From an optimization exercise on the open Yosys and OpenROAD flow, aimed at a short achievable clock period and few clock cycles; shortcuts taken in it are not production practice.
In this exercise RTL edits were held to simulation tests only and were not proved equivalent to the original.
No activity file was given, so power comes from the tool's default toggle rates.

File: flow/design.v
package cksre_pkg;
  localparam int DEF_MAX_WIDTH  = 32;
  localparam int DEF_MAX_HEIGHT = 1024;
  localparam int PIX_W      = 16;
  localparam int KEY_W      = 16;
  localparam int CFG_WID_W  = 6;
  localparam int CFG_HGT_W  = 11;
  localparam int CFG_IDX_W  = 2;
  localparam int CFG_DATA_W = 16;
  localparam int KIND_W     = 3;
  localparam int VALUE_W    = 16;
  localparam int ROW_OUT_W  = 10;
  localparam int CMP_W      = 16;
  localparam logic [CFG_IDX_W-1:0] REG_KEY    = 2'd0;
  localparam logic [CFG_IDX_W-1:0] REG_WIDTH  = 2'd1;
  localparam logic [CFG_IDX_W-1:0] REG_HEIGHT = 2'd2;
  localparam logic [KEY_W-1:0]     KEY_RESET    = 16'd0;
  localparam logic [CFG_WID_W-1:0] WIDTH_RESET  = 6'd32;
  localparam logic [CFG_HGT_W-1:0] HEIGHT_RESET = 11'd1024;
  localparam logic [KIND_W-1:0] KIND_LEN   = 3'd0;
  localparam logic [KIND_W-1:0] KIND_COL   = 3'd1;
  localparam logic [KIND_W-1:0] KIND_PIX   = 3'd2;
  localparam logic [KIND_W-1:0] KIND_ROW   = 3'd3;
  localparam logic [KIND_W-1:0] KIND_TOTAL = 3'd4;
  localparam logic [VALUE_W-1:0] INDEX_MAX = 16'hFFFF;
  typedef struct packed {
    logic              accept;
    logic              emit;
    logic [KIND_W-1:0] kind;
    logic              last;
    logic              sprite_end;
  } cmd_t;
  typedef struct packed {
    logic opaque;
    logic row_end;
    logic sprite_end;
    logic run_nonzero;
    logic last_pix;
    logic out_free;
  } sts_t;
endpackage
module cksre_ram #(
  parameter int WIDTH = 16,
  parameter int DEPTH = 32
) (
  input  logic              clk,
  input  logic              wr_en,
  input  logic [DEPTH-1:0]  wr_sel,
  input  logic [WIDTH-1:0]  wr_data,
  input  logic [DEPTH-1:0]  rd_sel0,
  output logic [WIDTH-1:0]  rd_data0,
  input  logic [DEPTH-1:0]  rd_sel1,
  output logic [WIDTH-1:0]  rd_data1
);
  logic [WIDTH-1:0] mem [DEPTH];
  always_ff @(posedge clk) begin
    for (int i = 0; i < DEPTH; i++) begin
      if (wr_en && wr_sel[i]) mem[i] <= wr_data;
    end
  end
  always_comb begin
    rd_data0 = '0;
    rd_data1 = '0;
    for (int i = 0; i < DEPTH; i++) begin
      rd_data0 = rd_data0 | (mem[i] & {WIDTH{rd_sel0[i]}});
      rd_data1 = rd_data1 | (mem[i] & {WIDTH{rd_sel1[i]}});
    end
  end
endmodule
module cksre_ctrl
#(
  parameter int PX_DEPTH = 40,
  parameter int EV_DEPTH = 16,
  parameter int MARGIN   = 7
) (
  input  logic        clk,
  input  logic        rst,
  input  logic        rstq,
  input  logic        px_v,
  input  logic [15:0] px_d,
  input  logic        ev_v,
  input  logic        ev_run,
  input  logic [5:0]  ev_len,
  input  logic [4:0]  ev_col,
  input  logic        ev_row,
  input  logic        ev_tot,
  output logic        in_ready,
  output logic        out_valid,
  input  logic        out_ready,
  output logic [2:0]  word_kind,
  output logic [15:0] word_value,
  output logic        row_empty,
  output logic [9:0]  row_number,
  output logic        last_of_burst
);
  localparam int PA = $clog2(PX_DEPTH);
  localparam int EA = $clog2(EV_DEPTH);
  localparam int EVW = 1 + 6 + 5 + 1 + 1;
  logic [PX_DEPTH-1:0] pwp, prp, prp1;
  logic                pop_px_d;
  logic [PA:0]         pcnt;
  logic [15:0]   prd0, prd1, p_head;
  logic          pop_px;
  cksre_ram #(.WIDTH(16), .DEPTH(PX_DEPTH)) u_pf (
    .clk(clk), .wr_en(px_v), .wr_sel(pwp), .wr_data(px_d),
    .rd_sel0(prp), .rd_data0(prd0), .rd_sel1(prp1), .rd_data1(prd1)
  );
  logic [EV_DEPTH-1:0] ewp, erp, erp1;
  logic [EA:0]         ecnt;
  logic                ev_v_d, ev_avail;
  logic [EVW-1:0] ewd, erd0, erd1, e_head;
  logic           pop_ev;
  logic           e_run, e_row, e_tot;
  logic [5:0]     e_len;
  logic [4:0]     e_col;
  assign ewd = {ev_run, ev_len, ev_col, ev_row, ev_tot};
  assign {e_run, e_len, e_col, e_row, e_tot} = e_head;
  cksre_ram #(.WIDTH(EVW), .DEPTH(EV_DEPTH)) u_ef (
    .clk(clk), .wr_en(ev_v), .wr_sel(ewp), .wr_data(ewd),
    .rd_sel0(erp), .rd_data0(erd0), .rd_sel1(erp1), .rd_data1(erd1)
  );
  logic [EA:0] ecnt_up, ecnt_dn;
  assign ecnt_up = ecnt + 1'b1;
  assign ecnt_dn = ecnt - 1'b1;
  always_ff @(posedge clk) begin
    if (rstq) begin
      pwp <= PX_DEPTH'(1); prp <= PX_DEPTH'(1); prp1 <= PX_DEPTH'(2); pcnt <= '0; pop_px_d <= 1'b0;
      ewp <= EV_DEPTH'(1); erp <= EV_DEPTH'(1); erp1 <= EV_DEPTH'(2); ecnt <= '0; ev_v_d <= 1'b0; ev_avail <= 1'b0;
      in_ready <= 1'b0;
    end else begin
      if (px_v) pwp <= {pwp[PX_DEPTH-2:0], pwp[PX_DEPTH-1]};
      if (pop_px) begin
        prp  <= {prp[PX_DEPTH-2:0], prp[PX_DEPTH-1]};
        prp1 <= {prp1[PX_DEPTH-2:0], prp1[PX_DEPTH-1]};
      end
      pop_px_d <= pop_px;
      pcnt <= pcnt + {{PA{1'b0}}, px_v} - {{PA{1'b0}}, pop_px_d};
      if (ev_v) ewp <= {ewp[EV_DEPTH-2:0], ewp[EV_DEPTH-1]};
      if (pop_ev) begin
        erp  <= {erp[EV_DEPTH-2:0], erp[EV_DEPTH-1]};
        erp1 <= {erp1[EV_DEPTH-2:0], erp1[EV_DEPTH-1]};
      end
      ev_v_d <= ev_v;
      if (ev_v_d && !pop_ev) begin
        ecnt     <= ecnt_up;
        ev_avail <= 1'b1;
      end
      if (!ev_v_d && pop_ev) begin
        ecnt     <= ecnt_dn;
        ev_avail <= (ecnt != (EA+1)'(1));
      end
      in_ready <= (pcnt <= (PA+1)'(PX_DEPTH - MARGIN)) && (ecnt <= (EA+1)'(EV_DEPTH - MARGIN));
    end
    p_head <= pop_px ? prd1 : prd0;
    e_head <= pop_ev ? erd1 : erd0;
  end
  logic        g_busy;
  logic        ph_len, ph_col, ph_pix, ph_row, ph_tot;
  logic [5:0]  cnt;
  logic        cnt1;
  logic        c_row, c_tot;
  logic [5:0]  c_len;
  logic [4:0]  c_col;
  logic [15:0] g_idx;
  logic [9:0]  g_rownum;
  logic [15:0] g_first;
  logic        g_has;
  logic        g_fire, g_last, load;
  logic [2:0]  g_kind;
  logic [15:0] g_value;
  logic [30:0] g_word;
  logic        sk_v;
  logic [30:0] sk_word;
  logic        o_free;
  assign g_last = (ph_pix && cnt1 && !c_row) || (ph_row && !c_tot) || ph_tot;
  assign g_fire = g_busy && !sk_v;
  assign load   = ev_avail && (!g_busy || (g_fire && g_last));
  assign pop_ev = load;
  assign pop_px = g_fire && ph_pix;
  always_comb begin
    g_kind  = cksre_pkg::KIND_LEN;
    g_value = 16'({10'd0, c_len});
    if (ph_col) begin
      g_kind  = cksre_pkg::KIND_COL;
      g_value = 16'({11'd0, c_col});
    end
    if (ph_pix) begin
      g_kind  = cksre_pkg::KIND_PIX;
      g_value = p_head;
    end
    if (ph_row) begin
      g_kind  = cksre_pkg::KIND_ROW;
      g_value = g_first;
    end
    if (ph_tot) begin
      g_kind  = cksre_pkg::KIND_TOTAL;
      g_value = g_idx;
    end
  end
  assign g_word = {g_kind, g_value, ph_row && !g_has, ph_row ? g_rownum : 10'd0, g_last};
  always_ff @(posedge clk) begin
    if (rstq) begin
      g_busy <= 1'b0;
      ph_len <= 1'b0; ph_col <= 1'b0; ph_pix <= 1'b0; ph_row <= 1'b0; ph_tot <= 1'b0;
    end else if (load) begin
      g_busy <= 1'b1;
      ph_len <= e_run;
      ph_col <= 1'b0;
      ph_pix <= 1'b0;
      ph_row <= !e_run;
      ph_tot <= 1'b0;
    end else if (g_fire) begin
      if (g_last) g_busy <= 1'b0;
      ph_len <= 1'b0;
      ph_col <= ph_len;
      ph_pix <= ph_col || (ph_pix && !cnt1);
      ph_row <= ph_pix && cnt1 && c_row;
      ph_tot <= ph_row && c_tot;
    end
  end
  always_ff @(posedge clk) begin
    if (load) begin
      c_len <= e_len;
      c_col <= e_col;
      c_row <= e_row;
      c_tot <= e_tot;
      cnt   <= e_len;
      cnt1  <= (e_len == 6'd1);
    end else if (g_fire && ph_pix) begin
      cnt  <= cnt - 6'd1;
      cnt1 <= (cnt == 6'd2);
    end
  end
  always_ff @(posedge clk) begin
    if (rstq) begin
      g_idx    <= '0;
      g_rownum <= '0;
      g_first  <= '0;
      g_has    <= 1'b0;
    end else if (g_fire) begin
      if (ph_tot) begin
        g_idx <= '0;
      end else if ((ph_len || ph_col || ph_pix) && g_idx != cksre_pkg::INDEX_MAX) begin
        g_idx <= g_idx + 16'd1;
      end
      if (ph_len && !g_has) begin
        g_first <= g_idx;
        g_has   <= 1'b1;
      end
      if (ph_row) begin
        g_first  <= '0;
        g_has    <= 1'b0;
        g_rownum <= g_rownum + 10'd1;
      end
      if (ph_tot) begin
        g_rownum <= '0;
      end
    end
  end
  logic [30:0] o_next, o_hold;
  logic        o_load;
  assign o_free = !out_valid || out_ready;
  assign o_next = sk_v ? sk_word : g_word;
  assign o_load = o_free && (sk_v || g_fire);
  always_ff @(posedge clk) begin
    if (rst || rstq) begin
      out_valid <= 1'b0;
    end else if (o_free) begin
      out_valid <= sk_v || g_fire;
    end
    if (rstq) begin
      sk_v <= 1'b0;
    end else if (o_free) begin
      sk_v <= 1'b0;
    end else if (g_fire) begin
      sk_v <= 1'b1;
    end
    if (g_fire && !o_free) begin
      sk_word <= g_word;
    end
    if (o_load) begin
      o_hold <= o_next;
    end
    {word_kind, word_value, row_empty, row_number, last_of_burst} <= o_free ? o_next : o_hold;
  end
endmodule
module cksre_dp
#(
  parameter int MAX_WIDTH  = cksre_pkg::DEF_MAX_WIDTH,
  parameter int MAX_HEIGHT = cksre_pkg::DEF_MAX_HEIGHT
) (
  input  logic        clk,
  input  logic        rst,
  input  logic        rstq,
  input  logic        cfg_valid,
  input  logic [1:0]  cfg_index,
  input  logic [15:0] cfg_data,
  input  logic        in_valid,
  input  logic        in_ready,
  input  logic [15:0] pixel,
  output logic        px_v,
  output logic [15:0] px_d,
  output logic        ev_v,
  output logic        ev_run,
  output logic [5:0]  ev_len,
  output logic [4:0]  ev_col,
  output logic        ev_row,
  output logic        ev_tot
);
  logic        s0_pv, s0_cv;
  logic [15:0] s0_pix, s0_cdata;
  logic [1:0]  s0_cidx;
  always_ff @(posedge clk) begin
    s0_pv    <= !rst && in_valid && in_ready;
    s0_cv    <= !rst && cfg_valid;
    s0_pix   <= pixel;
    s0_cdata <= cfg_data;
    s0_cidx  <= cfg_index;
  end
  logic [15:0] key;
  logic        s1_pv, s1_opq, s1_cw, s1_ch;
  logic [15:0] s1_pix;
  logic [4:0]  s1_wl, s1_wlm1;
  logic [9:0]  s1_hl, s1_hlm1;
  logic [5:0]  cw;
  logic [10:0] ch;
  assign cw = s0_cdata[5:0];
  assign ch = s0_cdata[10:0];
  always_ff @(posedge clk) begin
    if (rstq) begin
      key   <= cksre_pkg::KEY_RESET;
      s1_pv <= 1'b0;
      s1_cw <= 1'b0;
      s1_ch <= 1'b0;
    end else begin
      if (s0_cv && s0_cidx == cksre_pkg::REG_KEY) key <= s0_cdata;
      s1_pv <= s0_pv;
      s1_cw <= s0_cv && s0_cidx == cksre_pkg::REG_WIDTH;
      s1_ch <= s0_cv && s0_cidx == cksre_pkg::REG_HEIGHT;
    end
    s1_opq <= (s0_pix != key);
    s1_pix <= s0_pix;
    if (cw == 6'd0)        begin s1_wl <= 5'd0;  s1_wlm1 <= 5'd0;  end
    else if (cw >= 6'd32)  begin s1_wl <= 5'd31; s1_wlm1 <= 5'd30; end
    else                   begin s1_wl <= 5'(cw - 6'd1); s1_wlm1 <= 5'(cw - 6'd2); end
    if (ch == 11'd0)         begin s1_hl <= 10'd0;    s1_hlm1 <= 10'd0;    end
    else if (ch >= 11'd1024) begin s1_hl <= 10'd1023; s1_hlm1 <= 10'd1022; end
    else                     begin s1_hl <= 10'(ch - 11'd1); s1_hlm1 <= 10'(ch - 11'd2); end
  end
  logic [4:0]  wl, wlm1;
  logic [9:0]  hl, hlm1;
  logic [4:0]  col;
  logic [9:0]  row;
  logic        at_re, at_lr;
  logic        run_open;
  logic [5:0]  run_len;
  logic [4:0]  run_col;
  logic        re, se, opq, start, flush;
  logic [5:0]  col_p1;
  logic [10:0] row_p1;
  assign re     = at_re;
  assign se     = at_lr;
  assign opq    = s1_opq;
  assign start  = opq && !run_open;
  assign flush  = opq ? re : run_open;
  assign col_p1 = {1'b0, col} + 6'd1;
  assign row_p1 = {1'b0, row} + 11'd1;
  always_ff @(posedge clk) begin
    if (rstq) begin
      wl        <= 5'd31;
      wlm1      <= 5'd30;
      hl        <= 10'd1023;
      hlm1      <= 10'd1022;
      col       <= '0;
      row       <= '0;
      at_re     <= 1'b0;
      at_lr     <= 1'b0;
      run_open  <= 1'b0;
      run_len   <= '0;
      run_col   <= '0;
      px_v      <= 1'b0;
      ev_v      <= 1'b0;
    end else begin
      px_v <= s1_pv && opq;
      ev_v <= s1_pv && (flush || re);
      if (s1_cw) begin
        wl    <= s1_wl;
        wlm1  <= s1_wlm1;
        at_re <= (col >= s1_wl);
      end
      if (s1_ch) begin
        hl    <= s1_hl;
        hlm1  <= s1_hlm1;
        at_lr <= (row >= s1_hl);
      end
      if (s1_pv) begin
        if (re) begin
          col      <= '0;
          at_re    <= (wl == 5'd0);
          run_open <= 1'b0;
          run_len  <= '0;
          if (se) begin
            row   <= '0;
            at_lr <= (hl == 10'd0);
          end else begin
            row   <= row_p1[9:0];
            at_lr <= (row >= hlm1);
          end
        end else begin
          col      <= col_p1[4:0];
          at_re    <= (col >= wlm1);
          run_open <= opq;
          run_len  <= opq ? run_len + 6'd1 : 6'd0;
        end
        if (start) run_col <= col;
      end
    end
    px_d      <= s1_pix;
    ev_run    <= flush;
    ev_len    <= run_len + {5'd0, opq};
    ev_col    <= start ? col : run_col;
    ev_row    <= re;
    ev_tot    <= re && se;
  end
endmodule
module color_key_sprite_run_encoder
#(
  parameter int MAX_WIDTH  = cksre_pkg::DEF_MAX_WIDTH,
  parameter int MAX_HEIGHT = cksre_pkg::DEF_MAX_HEIGHT
) (
  input  logic                  clk,
  input  logic                  rst,
  input  logic                  cfg_valid,
  output logic                  cfg_ready,
  input  logic [cksre_pkg::CFG_IDX_W-1:0]  cfg_index,
  input  logic [cksre_pkg::CFG_DATA_W-1:0] cfg_data,
  input  logic                  in_valid,
  output logic                  in_ready,
  input  logic [cksre_pkg::PIX_W-1:0]      pixel,
  output logic                  out_valid,
  input  logic                  out_ready,
  output logic [cksre_pkg::KIND_W-1:0]     word_kind,
  output logic [cksre_pkg::VALUE_W-1:0]    word_value,
  output logic                  row_empty,
  output logic [cksre_pkg::ROW_OUT_W-1:0]  row_number,
  output logic                  last_of_burst
);
  logic        rstq;
  logic        px_v;
  logic [15:0] px_d;
  logic        ev_v, ev_run, ev_row, ev_tot;
  logic [5:0]  ev_len;
  logic [4:0]  ev_col;
  assign cfg_ready = 1'b1;
  always_ff @(posedge clk) begin
    rstq <= rst;
  end
  cksre_dp #(
    .MAX_WIDTH  (MAX_WIDTH),
    .MAX_HEIGHT (MAX_HEIGHT)
  ) u_dp (
    .clk       (clk),
    .rst       (rst),
    .rstq      (rstq),
    .cfg_valid (cfg_valid),
    .cfg_index (cfg_index),
    .cfg_data  (cfg_data),
    .in_valid  (in_valid),
    .in_ready  (in_ready),
    .pixel     (pixel),
    .px_v      (px_v),
    .px_d      (px_d),
    .ev_v      (ev_v),
    .ev_run    (ev_run),
    .ev_len    (ev_len),
    .ev_col    (ev_col),
    .ev_row    (ev_row),
    .ev_tot    (ev_tot)
  );
  cksre_ctrl u_ctrl (
    .clk           (clk),
    .rst           (rst),
    .rstq          (rstq),
    .px_v          (px_v),
    .px_d          (px_d),
    .ev_v          (ev_v),
    .ev_run        (ev_run),
    .ev_len        (ev_len),
    .ev_col        (ev_col),
    .ev_row        (ev_row),
    .ev_tot        (ev_tot),
    .in_ready      (in_ready),
    .out_valid     (out_valid),
    .out_ready     (out_ready),
    .word_kind     (word_kind),
    .word_value    (word_value),
    .row_empty     (row_empty),
    .row_number    (row_number),
    .last_of_burst (last_of_burst)
  );
endmodule
File: flow/run.sh
#!/bin/bash
# synth_recipe.tcl (not shown) runs the flow's synth.tcl, then flattens the netlist and writes it again
# the make line also repeats each setting of config.mk as NAME=value (left out here)
make -C /OpenROAD-flow-scripts/flow DESIGN_CONFIG=/design/flow/config.mk WORK_HOME=/design/flow/orfs CLKGATE_MAP_FILE= SYNTH_SCRIPT=/design/flow/synth_recipe.tcl finish
File: flow/config.mk
export PLATFORM = sky130hd
export DESIGN_NAME = color_key_sprite_run_encoder
export DESIGN_NICKNAME = color_key_sprite_run_encoder
export VERILOG_FILES = /design/flow/design.v
export SDC_FILE = /design/flow/constraint.sdc
export NUM_CORES = 4
export LEC_CHECK = 0
export ABC_CLOCK_PERIOD_IN_PS = 1500
export CAP_MARGIN = 20
export CORE_MARGIN = 2
export CORE_UTILIZATION = 40
export SETUP_SLACK_MARGIN = 3.0
export SLEW_MARGIN = 20
export TNS_END_PERCENT = 100
File: flow/constraint.sdc
create_clock -name core_clock -period 5.0 [get_ports {clk}]
set_input_delay 1.0000 -clock core_clock [delete_from_list [all_inputs] [get_ports {clk}]]
set_output_delay 1.0000 -clock core_clock [all_outputs]
set_load 0.01 [all_outputs]
==> results of run 1 <==
## logic make-up (layout without fill, tap and decap cells)
logic type | after synthesis | after routing | synth area share
AO/OA/AOI/OAI | 1283 | 1284 | 0.1689
other | 1 | 11 | 0.00006638
buffers and inverters | 428 | 583 | 0.02961
AND/OR/NAND/NOR | 1003 | 1009 | 0.08634
adder cells (fa/ha/maj) | 62 | 62 | 0.01387
multiplexers | 79 | 79 | 0.01508
flip-flops | 1436 | 1436 | 0.6765
XOR/XNOR | 62 | 62 | 0.009613
## cells in the final DEF, fill, tap and decap left out, types with 12 or more instances in the layout
cell type	count
sky130_fd_sc_hd__a221o_1	17
sky130_fd_sc_hd__buf_4	131
sky130_fd_sc_hd__nor2_1	163
sky130_fd_sc_hd__buf_6	25
sky130_fd_sc_hd__xor2_1	42
sky130_fd_sc_hd__clkbuf_8	16
sky130_fd_sc_hd__buf_2	14
sky130_fd_sc_hd__inv_1	63
sky130_fd_sc_hd__ha_1	56
sky130_fd_sc_hd__a31oi_1	21
sky130_fd_sc_hd__bufinv_16	16
sky130_fd_sc_hd__clkinv_2	23
sky130_fd_sc_hd__a22oi_1	437
sky130_fd_sc_hd__clkbuf_1	29
sky130_fd_sc_hd__and4_1	20
sky130_fd_sc_hd__nand2_1	383
sky130_fd_sc_hd__and2_1	48
sky130_fd_sc_hd__mux2_2	49
sky130_fd_sc_hd__nand3_1	66
sky130_fd_sc_hd__dfxtp_1	374
sky130_fd_sc_hd__a211oi_1	14
sky130_fd_sc_hd__or3_1	13
sky130_fd_sc_hd__nand4_1	125
sky130_fd_sc_hd__and2_2	12
sky130_fd_sc_hd__clkinv_1	20
sky130_fd_sc_hd__clkbuf_16	164
sky130_fd_sc_hd__o21ai_0	37
sky130_fd_sc_hd__dfxtp_2	97
sky130_fd_sc_hd__xnor2_1	19
sky130_fd_sc_hd__nor3_1	73
sky130_fd_sc_hd__edfxtp_1	946
sky130_fd_sc_hd__a221oi_2	13
sky130_fd_sc_hd__a221oi_1	224
sky130_fd_sc_hd__nor2b_1	18
sky130_fd_sc_hd__mux2i_1	26
sky130_fd_sc_hd__a22o_1	203
sky130_fd_sc_hd__o211ai_1	15
sky130_fd_sc_hd__a21oi_1	232
sky130_fd_sc_hd__clkdlybuf4s50_1	38
sky130_fd_sc_hd__dfxtp_4	19
## power groups by stage
stage | Sequential (uW) | Combinational [uW] | Clock (uW)
6_report | 12900 | 633 | 11700
2_1_floorplan | 13100 | 352 | 0
3_3_place_gp | 13200 | 514 | 0
4_1_cts | 12900 | 568 | 11800
5_1_grt | 13000 | 684 | 12200
3_5_place_dp | 13200 | 522 | 0
## state kept, by name, summed over array words and instances, names as in the netlist, 31 cells and up
name / cells
u_ctrl.u_pf.mem: 640
u_ctrl.u_ef.mem: 224
u_ctrl.prp1: 40
u_ctrl.prp: 40
u_ctrl.pwp: 40
u_ctrl.o_hold: 31
u_ctrl.sk_word: 31
## cell usage after synthesis, types with 17 or more instances
| library cell | number | area (um2) |
|---|---|---|
| sky130_fd_sc_hd__a211oi_1 | 17 | 127.6 |
| sky130_fd_sc_hd__a22oi_1 | 437 | 3281 |
| sky130_fd_sc_hd__and4_1 | 21 | 183.9 |
| sky130_fd_sc_hd__nor3_1 | 77 | 385.4 |
| sky130_fd_sc_hd__a221o_1 | 17 | 170.2 |
| sky130_fd_sc_hd__a221oi_1 | 237 | 2076 |
| sky130_fd_sc_hd__a31oi_1 | 21 | 131.4 |
| sky130_fd_sc_hd__edfxtp_1 | 946 | 28410 |
| sky130_fd_sc_hd__mux2i_1 | 30 | 300.3 |
| sky130_fd_sc_hd__buf_1 | 68 | 255.2 |
| sky130_fd_sc_hd__a21oi_1 | 237 | 1186 |
| sky130_fd_sc_hd__xor2_1 | 42 | 367.9 |
| sky130_fd_sc_hd__nand3_1 | 67 | 335.3 |
| sky130_fd_sc_hd__nand4_1 | 125 | 782.0 |
| sky130_fd_sc_hd__inv_1 | 69 | 259.0 |
| sky130_fd_sc_hd__clkbuf_1 | 254 | 953.4 |
| sky130_fd_sc_hd__nand2_1 | 386 | 1449 |
| sky130_fd_sc_hd__nor2b_1 | 21 | 131.4 |
| sky130_fd_sc_hd__ha_1 | 61 | 763.2 |
| sky130_fd_sc_hd__and2_1 | 62 | 387.9 |
| sky130_fd_sc_hd__mux2_2 | 49 | 551.8 |
| sky130_fd_sc_hd__dfxtp_1 | 490 | 9809 |
| sky130_fd_sc_hd__o21ai_0 | 38 | 190.2 |
| sky130_fd_sc_hd__a22o_1 | 203 | 1778 |
| sky130_fd_sc_hd__xnor2_1 | 20 | 175.2 |
| sky130_fd_sc_hd__nor2_1 | 165 | 619.3 |
| sky130_fd_sc_hd__buf_2 | 29 | 145.1 |
## layer usage
metal  routed length [um]  vias up  GRT usage  part of all wire
met2                91080     4264     0.4259              0.40
met1                79990    21170     0.3831              0.35
met5                  209        -  0.0009921           0.00092
met4                17740       14     0.1721             0.078
li1                     -    17160          -                 -
met3                38730     1263     0.1380              0.17
## cell type report
| type | instances | area share |
|---|---|---|
| sequential | 1436 | 0.5857 |
| multi-input combinational | 2497 | 0.2606 |
| clock buffer | 206 | 0.06619 |
| tap | 1876 | 0.03579 |
| timing repair buffer | 230 | 0.03402 |
| clock inverter | 76 | 0.01299 |
| inverter | 71 | 0.004293 |
| antenna | 10 | 0.0003816 |
## timing repair
item	in CTS	in global routing
gates resized for setup	218	91
setup buffers	35	12
setup endpoints to repair	1103	144
hold buffers	0	0
pin swaps	12	16
endpoints found under the hold margin	0	0
cloned	8	7
## through the flow
step / util / hold WS [ns] / worst slack, ns
floorplan: - / 0.3096 / 2.688
global placement: 0.4224 / 0.3152 / 2.025
detailed placement: 0.4229 / 0.3154 / 1.971
CTS: 0.4639 / 0.3261 / 2.699
global route: 0.4687 / 0.3303 / 2.708
finish: 0.4688 / 0.3260 / 2.740
## path summary, 6_finish.rpt
| check | start | end | slack [ns] | depth (start not counted) |
|---|---|---|---|---|
| max | u_ctrl.in_ready | in_ready | 2.74 | 1 |
| min | u_dp.s1_pix[9] | u_dp.px_d[9] | 0.33 | 0 |
| max reg2reg | u_ctrl.prp[4] | u_ctrl.p_head[12] | 2.91 | 5 |
| min reg2reg | u_dp.s1_pix[9] | u_dp.px_d[9] | 0.33 | 0 |
==> run notes, run 1 <==
status=complete, no violations; post-detailed-route wirelength per cell=35.57 um; clock tree root driver cell=sky130_fd_sc_hd__clkbuf_16; area growth from synthesis to layout=16.09%; Synth Instances=4354; CTS tree=built; count of buffers inserted at the top-level ports=71; final total negative setup slack=0 ns; total power consumption of the routed design=25310 uW; final estimated routing congestion in global placement=0.9540; final number of hold-violating endpoints=0; slowest stage cell, crit path=sky130_fd_sc_hd__dfxtp_4; list of cells traversed by the critical path=buf_6; first-pass GRT wire length=309900 um; cell area after synthesis=0.05649 mm2; Combinational Power Share=0.025; Hold/Removal Path Class=reg -> reg; setup clock skew after layout=0.03581 ns; placement-stage cell area=0.05915 mm2; number of DRC violations after detailed routing=0; total number of clock tree sinks=1436; required time at the worst-slack endpoint=4.00 ns; category of the most critical setup path=reg -> out; kind of start point of the critical path=flip-flop; number of placed instances with taps included=6048; chip width=379.8 um; post-route clock period utilization=0.4520; cell-internal power=19950 uW; critical path arrival=1.26 ns; register area share after synthesis=0.6765; area inside the core boundary=0.1399 mm2; Switch Pwr=5368 uW; power density over the cells=386.0 mW/mm2; max-capacitance violation count=0; total area of multi-input combinational cells=0.01709 mm2; transition time at the pin with the least slew margin=1.278 ns; Die H=379.8 um; Post-Layout Cell Count=6402; endpoints failing setup=0; insertion delay of the later-clocked pin in the worst-skew pair=0.79 ns; max frequency=442.5 MHz; yosys warns=7; Clock power frac=0.463; flip-flop and latch area=0.03841 mm2; Clock Pin Slew Worst Setup and Hold Paths=0.06 ns; number of vias in the routed layout=43870; worst-path maximum fanout=2; CTS Buf Count=151; half-perimeter wire length after detailed placement=118200 um; minimum period implied by the final worst setup slack=2.260 ns; sequential share of power=0.512; RSZ-0062 raised after global routing=yes; detailed-route vias per instance=6.853; final design instance area without fill=0.06558 mm2; router iterations before antenna repair=8; worst vdd rail ir drop=0.0003317 V; pin count of the biggest net entering global routing=148; DRC marker count from the first detailed-route iteration=9274; endpoint class of the critical path=output pin; number of global-route vias before repair=40610; number of buffers on the longest clock path=3; initial core utilization=0.4039; number of library cell types mapped by synthesis=73; total track usage=0.3027; Post-synth EDFFs=946; filler cell count in the final layout=12340; count of standard-cell rows=137; proportion of synthesized flip-flops having asynchronous set or reset=0; Pins Over Slew Limit=0; total routed wirelength=227700 um; worst slew slack as a fraction of its limit=0.1477; number of buffers and inverters on the critical path=1; CP max stage delay=0.36 ns; number of synthesized register bits=1436; number of routed nets with antenna violations=0; Post-Synthesis Mean Instance Area=12.97 um2; category of cells accounting for the largest share of critical-path delay=flip-flops; main flop type after synthesis=sky130_fd_sc_hd__edfxtp_1; Lkg Pwr=0.02180 uW; Ports=73; fraction of layout instances using a drive strength above 1=0.1523; htree depth=4; Syn Nets=4455; die outline area=0.1442 mm2; GRT overflow=0; proportion of total power due to net switching=0.2121; final-stage net count=4488; number of antenna violations at the first check in global routing=10
Testbench counts, summed over its fixed seeds: cycles 50,767.
==> inputs of run 2 (changes only) <==
--- a/flow/config.mk
+++ b/flow/config.mk
@@ -8,7 +8,10 @@
 export ABC_CLOCK_PERIOD_IN_PS = 1500
 export CAP_MARGIN = 20
 export CORE_MARGIN = 2
-export CORE_UTILIZATION = 40
+export CORE_UTILIZATION = 50
+export CTS_CLUSTER_DIAMETER = 100
+export CTS_CLUSTER_SIZE = 20
+export PLACE_DENSITY = 0.65
 export SETUP_SLACK_MARGIN = 3.0
 export SLEW_MARGIN = 20
 export TNS_END_PERCENT = 100
==> run notes, run 2 <==
status=complete, no violations; slowest stage cell, crit path=sky130_fd_sc_hd__dfxtp_4; final number of hold-violating endpoints=0; router iterations before antenna repair=14; critical path arrival=1.17 ns; Hold/Removal Path Class=reg -> reg; count of buffers inserted at the top-level ports=71; number of flip-flops in the largest register=640; number of buffers and inverters on the critical path=1; leading cell types by total area after synthesis=sky130_fd_sc_hd__edfxtp_1 50%, sky130_fd_sc_hd__dfxtp_1 17%, sky130_fd_sc_hd__a22oi_1 5.8%; adder-cell share of the synthesized area=0.01387; first-pass GRT wire length=297600 um; half-perimeter wire length after detailed placement=115900 um; Ports=73; most common cell in the synthesized netlist=sky130_fd_sc_hd__edfxtp_1; die outline area=0.1157 mm2; most common library cells after synthesis=946 x sky130_fd_sc_hd__edfxtp_1, 490 x sky130_fd_sc_hd__dfxtp_1, 437 x sky130_fd_sc_hd__a22oi_1; DRC marker count from the first detailed-route iteration=9857; worst-path maximum fanout=2; simple-gate share of the synthesized area=0.08634; endpoints failing setup=0; filler cell count in the final layout=9158; final estimated routing congestion in global placement=0.9812; flop-to-flop setup slack=2.93 ns; minimum period implied by the final worst setup slack=2.165 ns; detailed-route vias per instance=7.372; post-detailed-route wirelength per cell=36.92 um; CTS Buf Count=82; power density over the cells=333.4 mW/mm2; count of standard-cell rows=123; Post-synth EDFFs=946; number of DRC violations after detailed routing=0; area growth from synthesis to layout=9.564%; number of synthesized register bits=1436; fraction of layout instances using a drive strength above 1=0.1203; share of the synthesized area in compound gates (AO/OA/AOI/OAI)=0.1689; post-synth top area cell=sky130_fd_sc_hd__edfxtp_1; flip-flop and latch area=0.03841 mm2; list of cells traversed by the critical path=buf_6; Post-Synthesis Mean Instance Area=12.97 um2; number of buffers on the longest clock path=3; clock tree root driver cell=sky130_fd_sc_hd__clkbuf_16; xor/xnor cell area share of the yosys netlist=0.009613; number of routed nets with antenna violations=0; register area share after synthesis=0.6765; htree depth=3; endpoint class of the critical path=output pin; Place WS=1.957 ns; cell area after synthesis=0.05649 mm2; Worst Slack Setup Final=2.835 ns; Post-Layout Cell Count=5869; max frequency=461.8 MHz; worst slew slack as a fraction of its limit=0.1582; count of cell instances traversed by the critical path=1; Largest regs=u_ctrl.u_pf.mem: 640 flops, u_ctrl.u_ef.mem: 224 flops; worst vdd rail ir drop=0.0003425 V; Clock Pin Slew Worst Setup and Hold Paths=0.08 ns; number of placed instances with taps included=5665; final-stage net count=4399; top register by number of flip-flops=u_ctrl.u_pf.mem; number of antenna violations at the first check in global routing=9; required time at the worst-slack endpoint=4.00 ns; RSZ-0062 raised after global routing=yes; Syn Nets=4455; insertion delay of the later-clocked pin in the worst-skew pair=0.71 ns; pin count of the biggest net entering global routing=75; CP max stage delay=0.37 ns; number of vias in the routed layout=43270; total track usage=0.3627; total number of clock tree sinks=1436; category of the most critical setup path=reg -> out; worst hold margin=0.3296 ns; cell depth of the worst hold path=0; total routed wirelength=216700 um; category of cells accounting for the largest share of critical-path delay=flip-flops; most common cell after layout, fill and taps aside=sky130_fd_sc_hd__edfxtp_1; kind of start point of the critical path=flip-flop; final total negative setup slack=0 ns; cell depth of the worst flop-to-flop path=6; main flop type after synthesis=sky130_fd_sc_hd__edfxtp_1; number of library cell types mapped by synthesis=73; area share of the largest cell type after synthesis=0.5029; multiplexer share of the synthesized area=0.01508; post-route clock period utilization=0.4331; main combinational cell family by area after synthesis=compound AO/OA/AOI/OAI gates; commonest cells after routing, fill and taps aside=946 x sky130_fd_sc_hd__edfxtp_1, 437 x sky130_fd_sc_hd__a22oi_1, 383 x sky130_fd_sc_hd__nand2_1, 369 x sky130_fd_sc_hd__dfxtp_1; max-capacitance violation count=0; CTS tree=built; area inside the core boundary=0.1123 mm2; yosys warns=7; setup clock skew after layout=0.04260 ns; initial core utilization=0.5028; Die H=340.1 um; GRT overflow=0; Lkg Pwr=0.02025 uW; Synth Instances=4354; total area of multi-input combinational cells=0.01700 mm2; total power consumption of the routed design=20640 uW; number of global-route vias before repair=39900; Hold-fix buffers, CTS=0; Pins Over Slew Limit=0; proportion of synthesized flip-flops having asynchronous set or reset=0; transition time at the pin with the least slew margin=1.263 ns; chip width=340.1 um
==> run 2: cell counts after synthesis <==
Identical to the previous run, type by type.
==> run 2: what timing repair did <==
| action | in CTS | in global routing |
|---|---|---|
| gates cloned | 4 | 4 |
| pin swaps | 12 | 15 |
| setup buffers | 29 | 12 |
| endpoints found under the setup margin | 585 | 250 |
| gates resized for setup | 225 | 77 |
==> run 2: report_power, final <==
part	internal [uW]	switching, uW	total [uW]
Sequential	12700	200	12900
Clock	3280	3850	7130
Combinational	237	338	575
Total	16200	4390	20600
==> run 2: cell type report <==
type	count	area share
antenna	6	0.0002426
timing repair buffer	210	0.03042
sequential	1436	0.6206
multi-input combinational	2497	0.2747
clock buffer	145	0.03869
tap	1500	0.03032
clock inverter	4	0.0006267
inverter	71	0.004427
==> run 2: final timing paths <==
check,from,end
worst max-delay path,u_ctrl.in_ready,in_ready
worst min-delay path,u_dp.s1_pix[3],u_dp.px_d[3]
worst max register to register,u_ctrl.prp[14],u_ctrl.p_head[12]
worst min register to register,u_dp.s1_pix[3],u_dp.px_d[3]
==> run 2: kinds of logic after synthesis <==
kind of cell,Yosys count
DFF,1436
AOI/OAI and AO/OA,1283
and+or+nand+nor,1003
buffers and inverters,428
muxes,79
adders and majority gates,62
xor gates and xnor gates,62
other,1
==> run 2: metrics by stage <==
| stage | util | instance area, um2 |
|---|---|---|
| floorplan | - | 56620 |
| global placement | 0.5213 | 58560 |
| detailed placement | 0.5216 | 58600 |
| CTS | 0.5466 | 61410 |
| global route | 0.5508 | 61880 |
| finish | 0.5509 | 61890 |
==> run 2: routing by layer <==
metal	vias to the layer above	global-route usage	wire, um
li1	16840	-	-
met1	20760	0.4623	73500
met2	4307	0.5035	85690
met3	1337	0.1720	38560
met4	22	0.2090	18590
met5	-	0.006127	361
==> inputs of run 3 (changes only) <==
--- a/flow/design.v
+++ b/flow/design.v
@@ -85,6 +85,7 @@
   input  logic        ev_row,
   input  logic        ev_tot,
   output logic        in_ready,
+  output logic        in_ready_i,
   output logic        out_valid,
   input  logic        out_ready,
   output logic [2:0]  word_kind,
@@ -98,7 +99,7 @@
   localparam int EVW = 1 + 6 + 5 + 1 + 1;
   logic [PX_DEPTH-1:0] pwp, prp, prp1;
   logic                pop_px_d;
-  logic [PA:0]         pcnt;
+  logic [PA:0]         pcnt, pcnt_b;
   logic [15:0]   prd0, prd1, p_head;
   logic          pop_px;
   cksre_ram #(.WIDTH(16), .DEPTH(PX_DEPTH)) u_pf (
@@ -127,6 +128,8 @@
       pwp <= PX_DEPTH'(1); prp <= PX_DEPTH'(1); prp1 <= PX_DEPTH'(2); pcnt <= '0; pop_px_d <= 1'b0;
       ewp <= EV_DEPTH'(1); erp <= EV_DEPTH'(1); erp1 <= EV_DEPTH'(2); ecnt <= '0; ev_v_d <= 1'b0; ev_avail <= 1'b0;
       in_ready <= 1'b0;
+      in_ready_i <= 1'b0;
+      pcnt_b <= '0;
     end else begin
       if (px_v) pwp <= {pwp[PX_DEPTH-2:0], pwp[PX_DEPTH-1]};
       if (pop_px) begin
@@ -135,6 +138,7 @@
       end
       pop_px_d <= pop_px;
       pcnt <= pcnt + {{PA{1'b0}}, px_v} - {{PA{1'b0}}, pop_px_d};
+      pcnt_b <= pcnt_b + {{PA{1'b0}}, px_v} - {{PA{1'b0}}, pop_px_d};
       if (ev_v) ewp <= {ewp[EV_DEPTH-2:0], ewp[EV_DEPTH-1]};
       if (pop_ev) begin
         erp  <= {erp[EV_DEPTH-2:0], erp[EV_DEPTH-1]};
@@ -150,6 +154,7 @@
         ev_avail <= (ecnt != (EA+1)'(1));
       end
       in_ready <= (pcnt <= (PA+1)'(PX_DEPTH - MARGIN)) && (ecnt <= (EA+1)'(EV_DEPTH - MARGIN));
+      in_ready_i <= (pcnt_b <= (PA+1)'(PX_DEPTH - MARGIN)) && (ecnt <= (EA+1)'(EV_DEPTH - MARGIN));
     end
     p_head <= pop_px ? prd1 : prd0;
     e_head <= pop_ev ? erd1 : erd0;
@@ -259,13 +264,19 @@
   end
   logic [30:0] o_next, o_hold;
   logic        o_load;
-  assign o_free = !out_valid || out_ready;
+  logic        ov_i;
+  assign o_free = !ov_i || out_ready;
   assign o_next = sk_v ? sk_word : g_word;
   assign o_load = o_free && (sk_v || g_fire);
   always_ff @(posedge clk) begin
     if (rst || rstq) begin
-      out_valid <= 1'b0;
+      ov_i <= 1'b0;
     end else if (o_free) begin
+      ov_i <= sk_v || g_fire;
+    end
+    if (rst || rstq) begin
+      out_valid <= 1'b0;
+    end else if (!out_valid || out_ready) begin
       out_valid <= sk_v || g_fire;
     end
     if (rstq) begin
@@ -296,7 +307,7 @@
   input  logic [1:0]  cfg_index,
   input  logic [15:0] cfg_data,
   input  logic        in_valid,
-  input  logic        in_ready,
+  input  logic        in_ready_i,
   input  logic [15:0] pixel,
   output logic        px_v,
   output logic [15:0] px_d,
@@ -311,7 +322,7 @@
   logic [15:0] s0_pix, s0_cdata;
   logic [1:0]  s0_cidx;
   always_ff @(posedge clk) begin
-    s0_pv    <= !rst && in_valid && in_ready;
+    s0_pv    <= !rst && in_valid && in_ready_i;
     s0_cv    <= !rst && cfg_valid;
     s0_pix   <= pixel;
     s0_cdata <= cfg_data;
@@ -446,6 +457,7 @@
   output logic                  last_of_burst
 );
   logic        rstq;
+  logic        in_ready_i;
   logic        px_v;
   logic [15:0] px_d;
   logic        ev_v, ev_run, ev_row, ev_tot;
@@ -466,7 +478,7 @@
     .cfg_index (cfg_index),
     .cfg_data  (cfg_data),
     .in_valid  (in_valid),
-    .in_ready  (in_ready),
+    .in_ready_i (in_ready_i),
     .pixel     (pixel),
     .px_v      (px_v),
     .px_d      (px_d),
@@ -490,6 +502,7 @@
     .ev_row        (ev_row),
     .ev_tot        (ev_tot),
     .in_ready      (in_ready),
+    .in_ready_i    (in_ready_i),
     .out_valid     (out_valid),
     .out_ready     (out_ready),
     .word_kind     (word_kind),
--- a/flow/config.mk
+++ b/flow/config.mk
@@ -8,10 +8,7 @@
 export ABC_CLOCK_PERIOD_IN_PS = 1500
 export CAP_MARGIN = 20
 export CORE_MARGIN = 2
-export CORE_UTILIZATION = 50
-export CTS_CLUSTER_DIAMETER = 100
-export CTS_CLUSTER_SIZE = 20
-export PLACE_DENSITY = 0.65
+export CORE_UTILIZATION = 40
 export SETUP_SLACK_MARGIN = 3.0
 export SLEW_MARGIN = 20
 export TNS_END_PERCENT = 100
==> run notes, run 3 <==
area growth from synthesis to layout=17.00%; Pins Over Slew Limit=0; number of buffers on the longest clock path=3; final-stage net count=4596; Combinational Power Share=0.025; final total negative setup slack=0 ns; number of library cell types mapped by synthesis=71; chip width=381.7 um; Lkg Pwr=0.02234 uW; topmost layer with routed signal wires=met5; kind of start point of the critical path=flip-flop; total power consumption of the routed design=25570 uW; total routed wirelength=228900 um; sequential share of power=0.510; setup clock skew after layout=0.04038 ns; detailed-route vias per instance=6.809; htree depth=4; Ports=73; DRC marker count from the first detailed-route iteration=9227; worst slew slack as a fraction of its limit=0.1352; met3 WL=37870 um; number of DRC violations after detailed routing=0; Post-synth EDFFs=946; most common library cells after synthesis=946 x sky130_fd_sc_hd__edfxtp_1, 499 x sky130_fd_sc_hd__dfxtp_1, 393 x sky130_fd_sc_hd__a22oi_1; post-synth top area cell=sky130_fd_sc_hd__edfxtp_1; number of antenna violations at the first check in global routing=8; insertion delay of the later-clocked pin in the worst-skew pair=0.82 ns; GRT overflow=0; count of buffers inserted at the top-level ports=71; commonest cells after routing, fill and taps aside=946 x sky130_fd_sc_hd__edfxtp_1, 393 x sky130_fd_sc_hd__a22oi_1, 389 x sky130_fd_sc_hd__nand2_1, 383 x sky130_fd_sc_hd__dfxtp_1, 249 x sky130_fd_sc_hd__a221oi_1; worst hold margin=0.3206 ns; area share of the largest cell type after synthesis=0.4979; max frequency=432.2 MHz; Met1 Wirelength=79710 um; Worst Slack Setup Final=2.686 ns; slowest stage cell, crit path=sky130_fd_sc_hd__dfxtp_4; length of routed met2 wiring=93180 um; endpoint class of the critical path=output pin; half-perimeter wire length after detailed placement=119000 um; Hold/Removal Path Class=reg -> reg; CP max stage delay=0.41 ns; worst-path maximum fanout=2; most common cell in the synthesized netlist=sky130_fd_sc_hd__edfxtp_1; number of buffers and inverters on the critical path=1; endpoints failing setup=0; final number of hold-violating endpoints=0; filler cell count in the final layout=12470; yosys warns=7; main flop type after synthesis=sky130_fd_sc_hd__edfxtp_1; final estimated routing congestion in global placement=0.9511; cell area after synthesis=0.05706 mm2; number of global-route vias before repair=41180; number of flip-flops in the largest register=640; Switch Pwr=5387 uW; Synth Instances=4427; Clock power frac=0.465; number of vias in the routed layout=44280; total number of clock tree sinks=1445; Die H=381.7 um; die outline area=0.1457 mm2; transition time at the pin with the least slew margin=1.295 ns; area inside the core boundary=0.1416 mm2; leading cell types by total area after synthesis=sky130_fd_sc_hd__edfxtp_1 50%, sky130_fd_sc_hd__dfxtp_1 18%, sky130_fd_sc_hd__a22oi_1 5.2%; count of standard-cell rows=138; CTS Buf Count=151; max-capacitance violation count=0; required time at the worst-slack endpoint=4.00 ns; Syn Nets=4543; initial core utilization=0.4030; top register by number of flip-flops=u_ctrl.u_pf.mem; RSZ-0062 raised after global routing=yes; worst vdd rail ir drop=0.0003152 V; category of the most critical setup path=reg -> out; Post-Synthesis Mean Instance Area=12.89 um2; clock tree root driver cell=sky130_fd_sc_hd__clkbuf_16; minimum period implied by the final worst setup slack=2.314 ns; post-detailed-route wirelength per cell=35.20 um; Largest regs=u_ctrl.u_pf.mem: 640 flops, u_ctrl.u_ef.mem: 224 flops; proportion of synthesized flip-flops having asynchronous set or reset=0; power density over the cells=383.1 mW/mm2; post-route clock period utilization=0.4628; cell-internal power=20190 uW; critical path arrival=1.31 ns; list of cells traversed by the critical path=buf_6; category of cells accounting for the largest share of critical-path delay=flip-flops; status=complete, no violations; total track usage=0.3030; post-layout utilization of the core=0.4715; number of routed nets with antenna violations=0; register area share after synthesis=0.6730; Clock Pin Slew Worst Setup and Hold Paths=0.06 ns; Hold-fix buffers, CTS=0; most common cell after layout, fill and taps aside=sky130_fd_sc_hd__edfxtp_1; proportion of total power due to net switching=0.2107; fraction of layout instances using a drive strength above 1=0.1621; number of synthesized register bits=1445; Place WS=1.813 ns; first-pass GRT wire length=312000 um; router iterations before antenna repair=9; CTS tree=built; pin count of the biggest net entering global routing=123
run 3: cell families (layout without fill, tap and decap cells):
kind of cell / after synthesis / after routing / synth area share
multiplexers: 80 / 80 / 0.01513
XOR/XNOR: 66 / 66 / 0.01013
adder cells (fa/ha/maj): 77 / 77 / 0.01715
AND/OR/NAND/NOR: 1038 / 1042 / 0.08728
AO/OA/AOI/OAI: 1276 / 1278 / 0.1673
other: 1 / 8 / 0.00006572
buffers and inverters: 444 / 618 / 0.03004
flip-flops: 1445 / 1445 / 0.6730
run 3: worst paths after layout:
kind | start | to | slack, ns | depth (start not counted)
worst min register to register | u_dp.s1_pix[1] | u_dp.px_d[1] | 0.32 | 0
worst max register to register | u_ctrl.prp[8] | u_ctrl.p_head[5] | 2.81 | 5
worst min-delay path | u_dp.s1_pix[1] | u_dp.px_d[1] | 0.32 | 0
worst max-delay path | u_ctrl.out_valid | out_valid | 2.69 | 1
run 3: through the flow:
| step | std cells | cell area (um2) |
|---|---|---|
| 6_report | 6504 | 66760 |
| 5_1_grt | 6497 | 66740 |
| 4_1_cts | 6459 | 65910 |
| 3_5_place_dp | 6135 | 59690 |
| 3_3_place_gp | 6134 | 59670 |
| 2_1_floorplan | 4427 | 57170 |
run 3: final cells by class:
type	instances	area (um2)	share of cell area
Timing Repair Buffer	251	2564	0.03840
Antenna cell	7	17.52	0.0002624
Tap cell	1890	2365	0.03542
Clock inverter	82	1005	0.01505
Multi-Input combinational cell	2544	17620	0.2639
Inverter	85	335.3	0.005023
Timing Repair inverter	2	17.52	0.0002624
Clock buffer	198	4247	0.06361
Sequential cell	1445	38590	0.5781
run 3: power groups by stage:
stage | Combinational [uW] | Clock (uW) | Sequential, uW
2_1_floorplan | 366 | 0 | 13200
3_3_place_gp | 533 | 0 | 13300
3_5_place_dp | 540 | 0 | 13300
4_1_cts | 589 | 12000 | 13000
5_1_grt | 698 | 12500 | 13000
6_report | 640 | 11900 | 13000
run 3: what timing repair did:
| action | 4_1_cts | 5_1_grt |
|---|---|---|
| buffers inserted | 29 | 36 |
| hold endpoints to repair | 0 | 0 |
| endpoints found under the setup margin | 857 | 312 |
| cloned | 15 | 2 |
| resized for setup | 290 | 108 |
| pin swaps | 41 | 38 |
run 3: routing by layer:
layer | vias up | track usage
li1 | 17430 | -
met1 | 21390 | 0.3777
met2 | 4210 | 0.4279
met3 | 1244 | 0.1381
met4 | 12 | 0.1829
met5 | - | 0.001984
Testbench counts of run 3, summed over its fixed seeds: cycles 50,767.
==> inputs of run 4 (changes only) <==
--- a/flow/design.v
+++ b/flow/design.v
@@ -264,19 +264,13 @@
   end
   logic [30:0] o_next, o_hold;
   logic        o_load;
-  logic        ov_i;
-  assign o_free = !ov_i || out_ready;
+  assign o_free = !out_valid || out_ready;
   assign o_next = sk_v ? sk_word : g_word;
   assign o_load = o_free && (sk_v || g_fire);
   always_ff @(posedge clk) begin
     if (rst || rstq) begin
-      ov_i <= 1'b0;
-    end else if (o_free) begin
-      ov_i <= sk_v || g_fire;
-    end
-    if (rst || rstq) begin
       out_valid <= 1'b0;
-    end else if (!out_valid || out_ready) begin
+    end else if (o_free) begin
       out_valid <= sk_v || g_fire;
     end
     if (rstq) begin
==> run notes, run 4 <==
proportion of synthesized flip-flops having asynchronous set or reset=0; Post-synth EDFFs=946; area growth from synthesis to layout=15.56%; most common cell after layout, fill and taps aside=sky130_fd_sc_hd__edfxtp_1; final total negative setup slack=0 ns; RSZ-0062 raised after global routing=yes; cell area after synthesis=0.05701 mm2; number of antenna violations at the first check in global routing=5; count of buffers inserted at the top-level ports=71; cell-internal power=19670 uW; total number of clock tree sinks=1444; final estimated routing congestion in global placement=0.9452; post-detailed-route wirelength per cell=34.86 um; commonest cells after routing, fill and taps aside=946 x sky130_fd_sc_hd__edfxtp_1, 430 x sky130_fd_sc_hd__a22oi_1, 402 x sky130_fd_sc_hd__nand2_1, 385 x sky130_fd_sc_hd__dfxtp_1, 238 x sky130_fd_sc_hd__a221oi_1; sequential share of power=0.519; proportion of total power due to net switching=0.2195; transition time at the pin with the least slew margin=1.303 ns; flip-flop and latch area=0.03856 mm2; fraction of layout instances using a drive strength above 1=0.1477; main flop type after synthesis=sky130_fd_sc_hd__edfxtp_1; power density over the cells=382.5 mW/mm2; htree depth=4; number of library cell types mapped by synthesis=69; post-route clock period utilization=0.4458; half-perimeter wire length after detailed placement=119600 um; insertion delay of the later-clocked pin in the worst-skew pair=0.79 ns; cell depth of the worst hold path=0; number of synthesized register bits=1444; max-capacitance violation count=0; Combinational Power Share=0.028; minimum period implied by the final worst setup slack=2.229 ns; Hold-fix buffers, CTS=0; number of DRC violations after detailed routing=0; final-stage net count=4582; pin count of the biggest net entering global routing=124; endpoints failing setup=0; number of buffers on the longest clock path=3; endpoint class of the critical path=output pin; CTS Buf Count=152; slowest stage cell, crit path=sky130_fd_sc_hd__dfxtp_4; GRT overflow=0; Synth Instances=4438; total area of multi-input combinational cells=0.01736 mm2; number of flip-flops in the largest register=640; worst slew slack as a fraction of its limit=0.1305; total power consumption of the routed design=25200 uW; worst-path maximum fanout=2; critical path arrival=1.23 ns; max frequency=448.6 MHz; number of vias in the routed layout=44270; total routed wirelength=226600 um; status=complete, no violations; register area share after synthesis=0.6731; list of cells traversed by the critical path=buf_6; area share of the largest cell type after synthesis=0.4983; die outline area=0.1456 mm2; post-synth top area cell=sky130_fd_sc_hd__edfxtp_1; Post-Synthesis Mean Instance Area=12.85 um2; required time at the worst-slack endpoint=4.00 ns; count of cell instances traversed by the critical path=1; CTS tree=built; yosys warns=7; Clock power frac=0.453; router iterations before antenna repair=10; category of the most critical setup path=reg -> out; number of global-route vias before repair=40780; category of cells accounting for the largest share of critical-path delay=flip-flops; Hold/Removal Path Class=reg -> reg; Syn Nets=4554; DRC marker count from the first detailed-route iteration=9552; Clock Pin Slew Worst Setup and Hold Paths=0.06 ns; Switch Pwr=5531 uW; CP max stage delay=0.34 ns; worst vdd rail ir drop=0.0002859 V; Ports=73; number of buffers and inverters on the critical path=1; kind of start point of the critical path=flip-flop; total track usage=0.3004; Pins Over Slew Limit=0; chip width=381.5 um; number of routed nets with antenna violations=0; setup clock skew after layout=0.03523 ns; top register by number of flip-flops=u_ctrl.u_pf.mem; area inside the core boundary=0.1416 mm2; clock tree root driver cell=sky130_fd_sc_hd__clkbuf_16; most common cell in the synthesized netlist=sky130_fd_sc_hd__edfxtp_1; initial core utilization=0.4027; leading cell types by total area after synthesis=sky130_fd_sc_hd__edfxtp_1 50%, sky130_fd_sc_hd__dfxtp_1 17%, sky130_fd_sc_hd__a22oi_1 5.7%; most common library cells after synthesis=946 x sky130_fd_sc_hd__edfxtp_1, 498 x sky130_fd_sc_hd__dfxtp_1, 430 x sky130_fd_sc_hd__a22oi_1; first-pass GRT wire length=309900 um; count of standard-cell rows=138; detailed-route vias per instance=6.811; final number of hold-violating endpoints=0; filler cell count in the final layout=12500; Lkg Pwr=0.02194 uW; Largest regs=u_ctrl.u_pf.mem: 640 flops, u_ctrl.u_ef.mem: 224 flops; cell depth of the worst flop-to-flop path=7; Die H=381.5 um
run 4: changes by cell type after synthesis, moves of 14 or more:
cell and delta:
sky130_fd_sc_hd__a22oi_1 +37, sky130_fd_sc_hd__a221o_1 +16, sky130_fd_sc_hd__and4_1 +16, sky130_fd_sc_hd__a22o_1 -26, sky130_fd_sc_hd__nor3_1 +14, sky130_fd_sc_hd__nand4_1 -19
sky130_fd_sc_hd__a31oi_1 +17, sky130_fd_sc_hd__a221oi_1 -27, sky130_fd_sc_hd__clkbuf_1 +15, sky130_fd_sc_hd__nand2_1 +15, sky130_fd_sc_hd__buf_2 -27
run 4: layout make-up:
cell class                 count  share of cell area
sequential                  1444              0.5852
multi-input combinational   2550              0.2636
clock buffer                 203             0.06461
tap                         1890             0.03589
timing repair buffer         229             0.03280
clock inverter                82             0.01202
inverter                      89            0.005394
antenna                       13           0.0004938
run 4: cells by family after synthesis:
kind of cell             share of synthesized area
AO/OA/AOI/OAI                               0.1666
XOR/XNOR                                   0.01152
adder cells (fa/ha/maj)                    0.01716
buffers and inverters                      0.02987
flip-flops                                  0.6731
multiplexers                               0.01420
other                                   0.00006578
AND/OR/NAND/NOR                            0.08739
run 4: path summary, 6_finish.rpt:
check                   startpoint             to  slack, ns
setup reg to reg  u_dp.s0_cdata[1]  u_dp.s1_hl[9]       2.84
hold reg to reg    u_dp.s1_pix[14]  u_dp.px_d[14]       0.31
hold / removal     u_dp.s1_pix[14]  u_dp.px_d[14]       0.31
setup / recovery  u_ctrl.out_valid      out_valid       2.77
run 4: metrics by stage:
stage	utilization	setup WS, ns	hold WS, ns	instance area (um2)	instances
finish	0.4653	2.771	0.3061	65880	6500
global route	0.4651	2.724	0.3330	65850	6488
CTS	0.4624	2.715	0.3162	65470	6471
detailed placement	0.4217	2.009	0.3121	59710	6134
global placement	0.4217	2.035	0.3132	59700	6134
floorplan	-	2.712	0.3096	57230	4438
run 4: what timing repair did:
item	4_1_cts	5_1_grt
endpoints found under the hold margin	0	0
resized for setup	252	62
buffers inserted	44	15
gates cloned	8	1
pin swaps	20	20
setup endpoints to repair	531	187
run 4: power by group through the flow:
stage / logic (uW) / clock network, uW / registers (uW)
final: 715 / 11400 / 13100
after detailed placement: 624 / 0 / 13300
after global routing: 784 / 12000 / 13100
after global placement: 612 / 0 / 13300
after floorplan: 447 / 0 / 13200
after CTS: 694 / 11500 / 13100
run 4: metal layers:
metal  vias up  share of wire  track usage
li1      17400              -            -
met1     21170           0.35       0.3834
met2      4435           0.39       0.4069
met3      1250           0.18       0.1522
met4        17          0.074       0.1683
met5         -         0.0016      0.01587
Testbench counts of run 4, summed over its fixed seeds: cycles 50,767.
==> inputs of run 5 (changes only) <==
--- a/flow/design.v
+++ b/flow/design.v
@@ -47,10 +47,8 @@
   input  logic              wr_en,
   input  logic [DEPTH-1:0]  wr_sel,
   input  logic [WIDTH-1:0]  wr_data,
-  input  logic [DEPTH-1:0]  rd_sel0,
-  output logic [WIDTH-1:0]  rd_data0,
-  input  logic [DEPTH-1:0]  rd_sel1,
-  output logic [WIDTH-1:0]  rd_data1
+  input  logic [DEPTH-1:0]  rd_sel,
+  output logic [WIDTH-1:0]  rd_data
 );
   logic [WIDTH-1:0] mem [DEPTH];
   always_ff @(posedge clk) begin
@@ -59,11 +57,9 @@
     end
   end
   always_comb begin
-    rd_data0 = '0;
-    rd_data1 = '0;
+    rd_data = '0;
     for (int i = 0; i < DEPTH; i++) begin
-      rd_data0 = rd_data0 | (mem[i] & {WIDTH{rd_sel0[i]}});
-      rd_data1 = rd_data1 | (mem[i] & {WIDTH{rd_sel1[i]}});
+      rd_data = rd_data | (mem[i] & {WIDTH{rd_sel[i]}});
     end
   end
 endmodule
@@ -100,16 +96,16 @@
   logic [PX_DEPTH-1:0] pwp, prp, prp1;
   logic                pop_px_d;
   logic [PA:0]         pcnt, pcnt_b;
-  logic [15:0]   prd0, prd1, p_head;
+  logic [15:0]   prd0, p_head;
   logic          pop_px;
   cksre_ram #(.WIDTH(16), .DEPTH(PX_DEPTH)) u_pf (
     .clk(clk), .wr_en(px_v), .wr_sel(pwp), .wr_data(px_d),
-    .rd_sel0(prp), .rd_data0(prd0), .rd_sel1(prp1), .rd_data1(prd1)
+    .rd_sel(pop_px ? prp1 : prp), .rd_data(prd0)
   );
   logic [EV_DEPTH-1:0] ewp, erp, erp1;
   logic [EA:0]         ecnt;
   logic                ev_v_d, ev_avail;
-  logic [EVW-1:0] ewd, erd0, erd1, e_head;
+  logic [EVW-1:0] ewd, erd0, e_head;
   logic           pop_ev;
   logic           e_run, e_row, e_tot;
   logic [5:0]     e_len;
@@ -118,7 +114,7 @@
   assign {e_run, e_len, e_col, e_row, e_tot} = e_head;
   cksre_ram #(.WIDTH(EVW), .DEPTH(EV_DEPTH)) u_ef (
     .clk(clk), .wr_en(ev_v), .wr_sel(ewp), .wr_data(ewd),
-    .rd_sel0(erp), .rd_data0(erd0), .rd_sel1(erp1), .rd_data1(erd1)
+    .rd_sel(pop_ev ? erp1 : erp), .rd_data(erd0)
   );
   logic [EA:0] ecnt_up, ecnt_dn;
   assign ecnt_up = ecnt + 1'b1;
@@ -156,8 +152,8 @@
       in_ready <= (pcnt <= (PA+1)'(PX_DEPTH - MARGIN)) && (ecnt <= (EA+1)'(EV_DEPTH - MARGIN));
       in_ready_i <= (pcnt_b <= (PA+1)'(PX_DEPTH - MARGIN)) && (ecnt <= (EA+1)'(EV_DEPTH - MARGIN));
     end
-    p_head <= pop_px ? prd1 : prd0;
-    e_head <= pop_ev ? erd1 : erd0;
+    p_head <= prd0;
+    e_head <= erd0;
   end
   logic        g_busy;
   logic        ph_len, ph_col, ph_pix, ph_row, ph_tot;
@@ -264,13 +260,19 @@
   end
   logic [30:0] o_next, o_hold;
   logic        o_load;
-  assign o_free = !out_valid || out_ready;
+  logic        ov_i;
+  assign o_free = !ov_i || out_ready;
   assign o_next = sk_v ? sk_word : g_word;
   assign o_load = o_free && (sk_v || g_fire);
   always_ff @(posedge clk) begin
     if (rst || rstq) begin
-      out_valid <= 1'b0;
+      ov_i <= 1'b0;
     end else if (o_free) begin
+      ov_i <= sk_v || g_fire;
+    end
+    if (rst || rstq) begin
+      out_valid <= 1'b0;
+    end else if (!out_valid || out_ready) begin
       out_valid <= sk_v || g_fire;
     end
     if (rstq) begin
==> run notes, run 5 <==
Ports=73; Post-Synthesis Mean Instance Area=13.98 um2; status=complete, no violations; number of buffers on the longest clock path=3; total number of clock tree sinks=1445; area inside the core boundary=0.1318 mm2; area growth from synthesis to layout=22.27%; pin count of the biggest net entering global routing=170; Pins Over Slew Limit=0; kind of start point of the critical path=flip-flop; count of buffers inserted at the top-level ports=71; list of cells traversed by the critical path=and3b_4 -> buf_12 -> buf_12 -> buf_16 -> buf_8 -> mux2_4 -> a22o_1 -> a221oi_2 -> nand4_1 -> or4_1; number of library cell types mapped by synthesis=70; setup clock skew after layout=0.02451 ns; transition time at the pin with the least slew margin=1.204 ns; most common library cells after synthesis=946 x sky130_fd_sc_hd__edfxtp_1, 499 x sky130_fd_sc_hd__dfxtp_1, 386 x sky130_fd_sc_hd__nand2_1; leading cell types by total area after synthesis=sky130_fd_sc_hd__edfxtp_1 53%, sky130_fd_sc_hd__dfxtp_1 19%, sky130_fd_sc_hd__nand2_1 2.7%; htree depth=4; area share of the largest cell type after synthesis=0.5341; yosys warns=7; clock tree root driver cell=sky130_fd_sc_hd__clkbuf_16; most frequent cell on the critical path=sky130_fd_sc_hd__buf_12; post-detailed-route wirelength per cell=27.29 um; max-capacitance violation count=0; Lkg Pwr=0.02280 uW; category of the most critical setup path=reg -> reg; Synth Instances=3805; endpoint class of the critical path=flip-flop; insertion delay of the later-clocked pin in the worst-skew pair=0.76 ns; final estimated routing congestion in global placement=0.8312; detailed-route vias per instance=5.693; number of global-route vias before repair=32620; Clock Pin Slew Worst Setup and Hold Paths=0.06 ns; number of antenna violations at the first check in global routing=4; final number of hold-violating endpoints=0; Die H=368.6 um; total power consumption of the routed design=25000 uW; most common cell in the synthesized netlist=sky130_fd_sc_hd__edfxtp_1; half-perimeter wire length after detailed placement=85120 um; Post-synth EDFFs=946; DRC marker count from the first detailed-route iteration=4268; required time at the worst-slack endpoint=5.62 ns; endpoints failing setup=0; first-pass GRT wire length=232400 um; CP max stage delay=0.43 ns; top register by number of flip-flops=u_ctrl.u_pf.mem; router iterations before antenna repair=6; GRT overflow=0; antenna diode instance count=0; post-route clock period utilization=0.5744; minimum period implied by the final worst setup slack=2.872 ns; final total negative setup slack=0 ns; Syn Nets=3921; final-stage net count=4263; cell area after synthesis=0.05318 mm2; register area share after synthesis=0.7220; Hold/Removal Path Class=reg -> reg; main flop type after synthesis=sky130_fd_sc_hd__edfxtp_1; total track usage=0.2361; proportion of synthesized flip-flops having asynchronous set or reset=0; count of standard-cell rows=133; flop-to-flop setup slack=2.13 ns; max frequency=348.2 MHz; total routed wirelength=164500 um; post-synth top area cell=sky130_fd_sc_hd__edfxtp_1; worst-path maximum fanout=7; number of flip-flops in the largest register=640; die outline area=0.1359 mm2; worst slew slack as a fraction of its limit=0.1942; RSZ-0062 raised after global routing=yes; CTS Buf Count=149; fraction of layout instances using a drive strength above 1=0.2216; number of synthesized register bits=1445; worst vdd rail ir drop=0.0002798 V; Post-Layout Cell Count=6029; number of DRC violations after detailed routing=0; critical path arrival=3.49 ns; power density over the cells=384.5 mW/mm2; slowest stage cell, crit path=sky130_fd_sc_hd__mux2_4; commonest cells after routing, fill and taps aside=946 x sky130_fd_sc_hd__edfxtp_1, 455 x sky130_fd_sc_hd__dfxtp_1, 382 x sky130_fd_sc_hd__nand2_1, 231 x sky130_fd_sc_hd__a21oi_1, 203 x sky130_fd_sc_hd__buf_4; Largest regs=u_ctrl.u_pf.mem: 640 flops, u_ctrl.u_ef.mem: 224 flops; number of routed nets with antenna violations=0; initial core utilization=0.4035; number of placed instances with taps included=5507; most common cell after layout, fill and taps aside=sky130_fd_sc_hd__edfxtp_1; number of vias in the routed layout=34320; chip width=368.6 um; CTS tree=built
run 5: cell types whose count changed in the layout (fill, tap and decap cells not counted), sizes merged, moves of 20 or more:
cell,previous run,this run
o2bb2ai,0,29
mux2,47,114
a31oi,24,4
inv,100,166
a22oi,430,153
nor2b,15,46
a22o,207,102
nand4,125,59
buf,189,315
nor3,81,32
nand2,408,386
a211oi,8,38
a221oi,239,125
run 5: power breakdown:
part / internal (uW) / switching (uW)
Sequential: 12800 / 147
Combinational: 322 / 447
Clock: 6520 / 4720
Total: 19700 / 5320
run 5: stage by stage:
| stage | util | setup WS (ns) | hold WS (ns) | cell area [um2] |
|---|---|---|---|---|
| after floorplan | - | 2.578 | 0.3096 | 53890 |
| after global placement | 0.4266 | 1.414 | 0.3123 | 56220 |
| after detailed placement | 0.4268 | 1.364 | 0.3121 | 56250 |
| after CTS | 0.4880 | 2.161 | 0.3269 | 64320 |
| after global routing | 0.4934 | 2.118 | 0.3322 | 65030 |
| final | 0.4934 | 2.128 | 0.3272 | 65030 |
run 5: metal layers:
metal | wire [um] | up-vias | GRT usage
li1 | - | 14970 | -
met1 | 66380 | 17180 | 0.3225
met2 | 74760 | 1814 | 0.3705
met3 | 15900 | 356 | 0.04231
met4 | 7488 | 4 | 0.1006
met5 | 24 | - | 0
run 5: cell families (layout without fill, tap and decap cells):
group / count (synthesis) / after routing / synth area share
xor+xnor: 80 / 80 / 0.01317
simple gates: 896 / 900 / 0.07827
fa+ha+maj: 77 / 77 / 0.01840
mux: 139 / 153 / 0.03084
compound gates: 822 / 822 / 0.1097
other cells: 1 / 1 / 0.00007051
flops: 1445 / 1445 / 0.7220
buf+inv: 345 / 796 / 0.02755
run 5: what timing repair did:
| action | in CTS | in global routing |
|---|---|---|
| pin swaps | 67 | 25 |
| gates resized for setup | 423 | 82 |
| gates cloned | 26 | 1 |
| hold buffers | 0 | 0 |
| endpoints found under the setup margin | 738 | 277 |
| setup buffers | 173 | 44 |
run 5: final cells by class:
class / instances / area (um2)
Tap cell: 1755 / 2196
Clock inverter: 68 / 703.2
Timing Repair inverter: 1 / 8.758
Timing Repair Buffer: 356 / 3628
Multi-Input combinational cell: 2033 / 15140
Sequential cell: 1445 / 38470
Inverter: 161 / 643.1
Fill cell: 11110 / 66770
Clock buffer: 210 / 4234
run 5: worst paths after layout:
path	cells past startpoint	startpoint	end
worst min-delay path	0	u_dp.s1_pix[1]	u_dp.px_d[1]
worst min register to register	0	u_dp.s1_pix[1]	u_dp.px_d[1]
worst max-delay path	10	u_ctrl.sk_v	u_ctrl.p_head[9]
worst max register to register	10	u_ctrl.sk_v	u_ctrl.p_head[9]
run 5: critical path: cells and delay by family (launching register included):
family | cells | cell delay [ns]
AOI/OAI and AO/OA | 2 | 0.46
buffers and inverters | 4 | 0.49
and+or+nand+nor | 3 | 1.00
muxes | 1 | 0.43
DFF | 1 | 0.34
Testbench counts of run 5, summed over its fixed seeds: cycles 50,767.

[separate check: timing with driven ports]
Ports are ideal in the flow. The routed layouts listed here were re-timed in OpenROAD. Step 1 sets driving cells, clkbuf_16 on the clock port and buf_2 on the other inputs (assumed; they add their load-dependent delay and slew). Step 2 also shifts input and output timing later by t, the mid clock arrival at the registers, as if the neighbouring blocks saw the same clock. Three values: ideal, step 1, step 2; two values: the first two.
| run | shift t [ns] | slack for setup (ns) | worst data-port slew with drivers (ns) |
|---|---|---|---|
| run 1 | 0.849 | 2.740 / 2.666 / 2.280 | 0.07 |
| run 2 | 0.758 | 2.835 / 2.762 / 2.378 | 0.04 |
| run 3 | 0.873 | 2.686 / 2.610 / 2.187 | 0.17 |
| run 4 | 0.853 | 2.771 / 2.690 / 2.293 | 0.05 |
| run 5 | 0.825 | 2.128 / 2.128 / 2.128 | 0.06 |
After both steps every run listed still meets setup and hold. The setup slack of run 3, which loses most, moves by -0.076 ns with the drivers and by -0.499 ns with both steps.
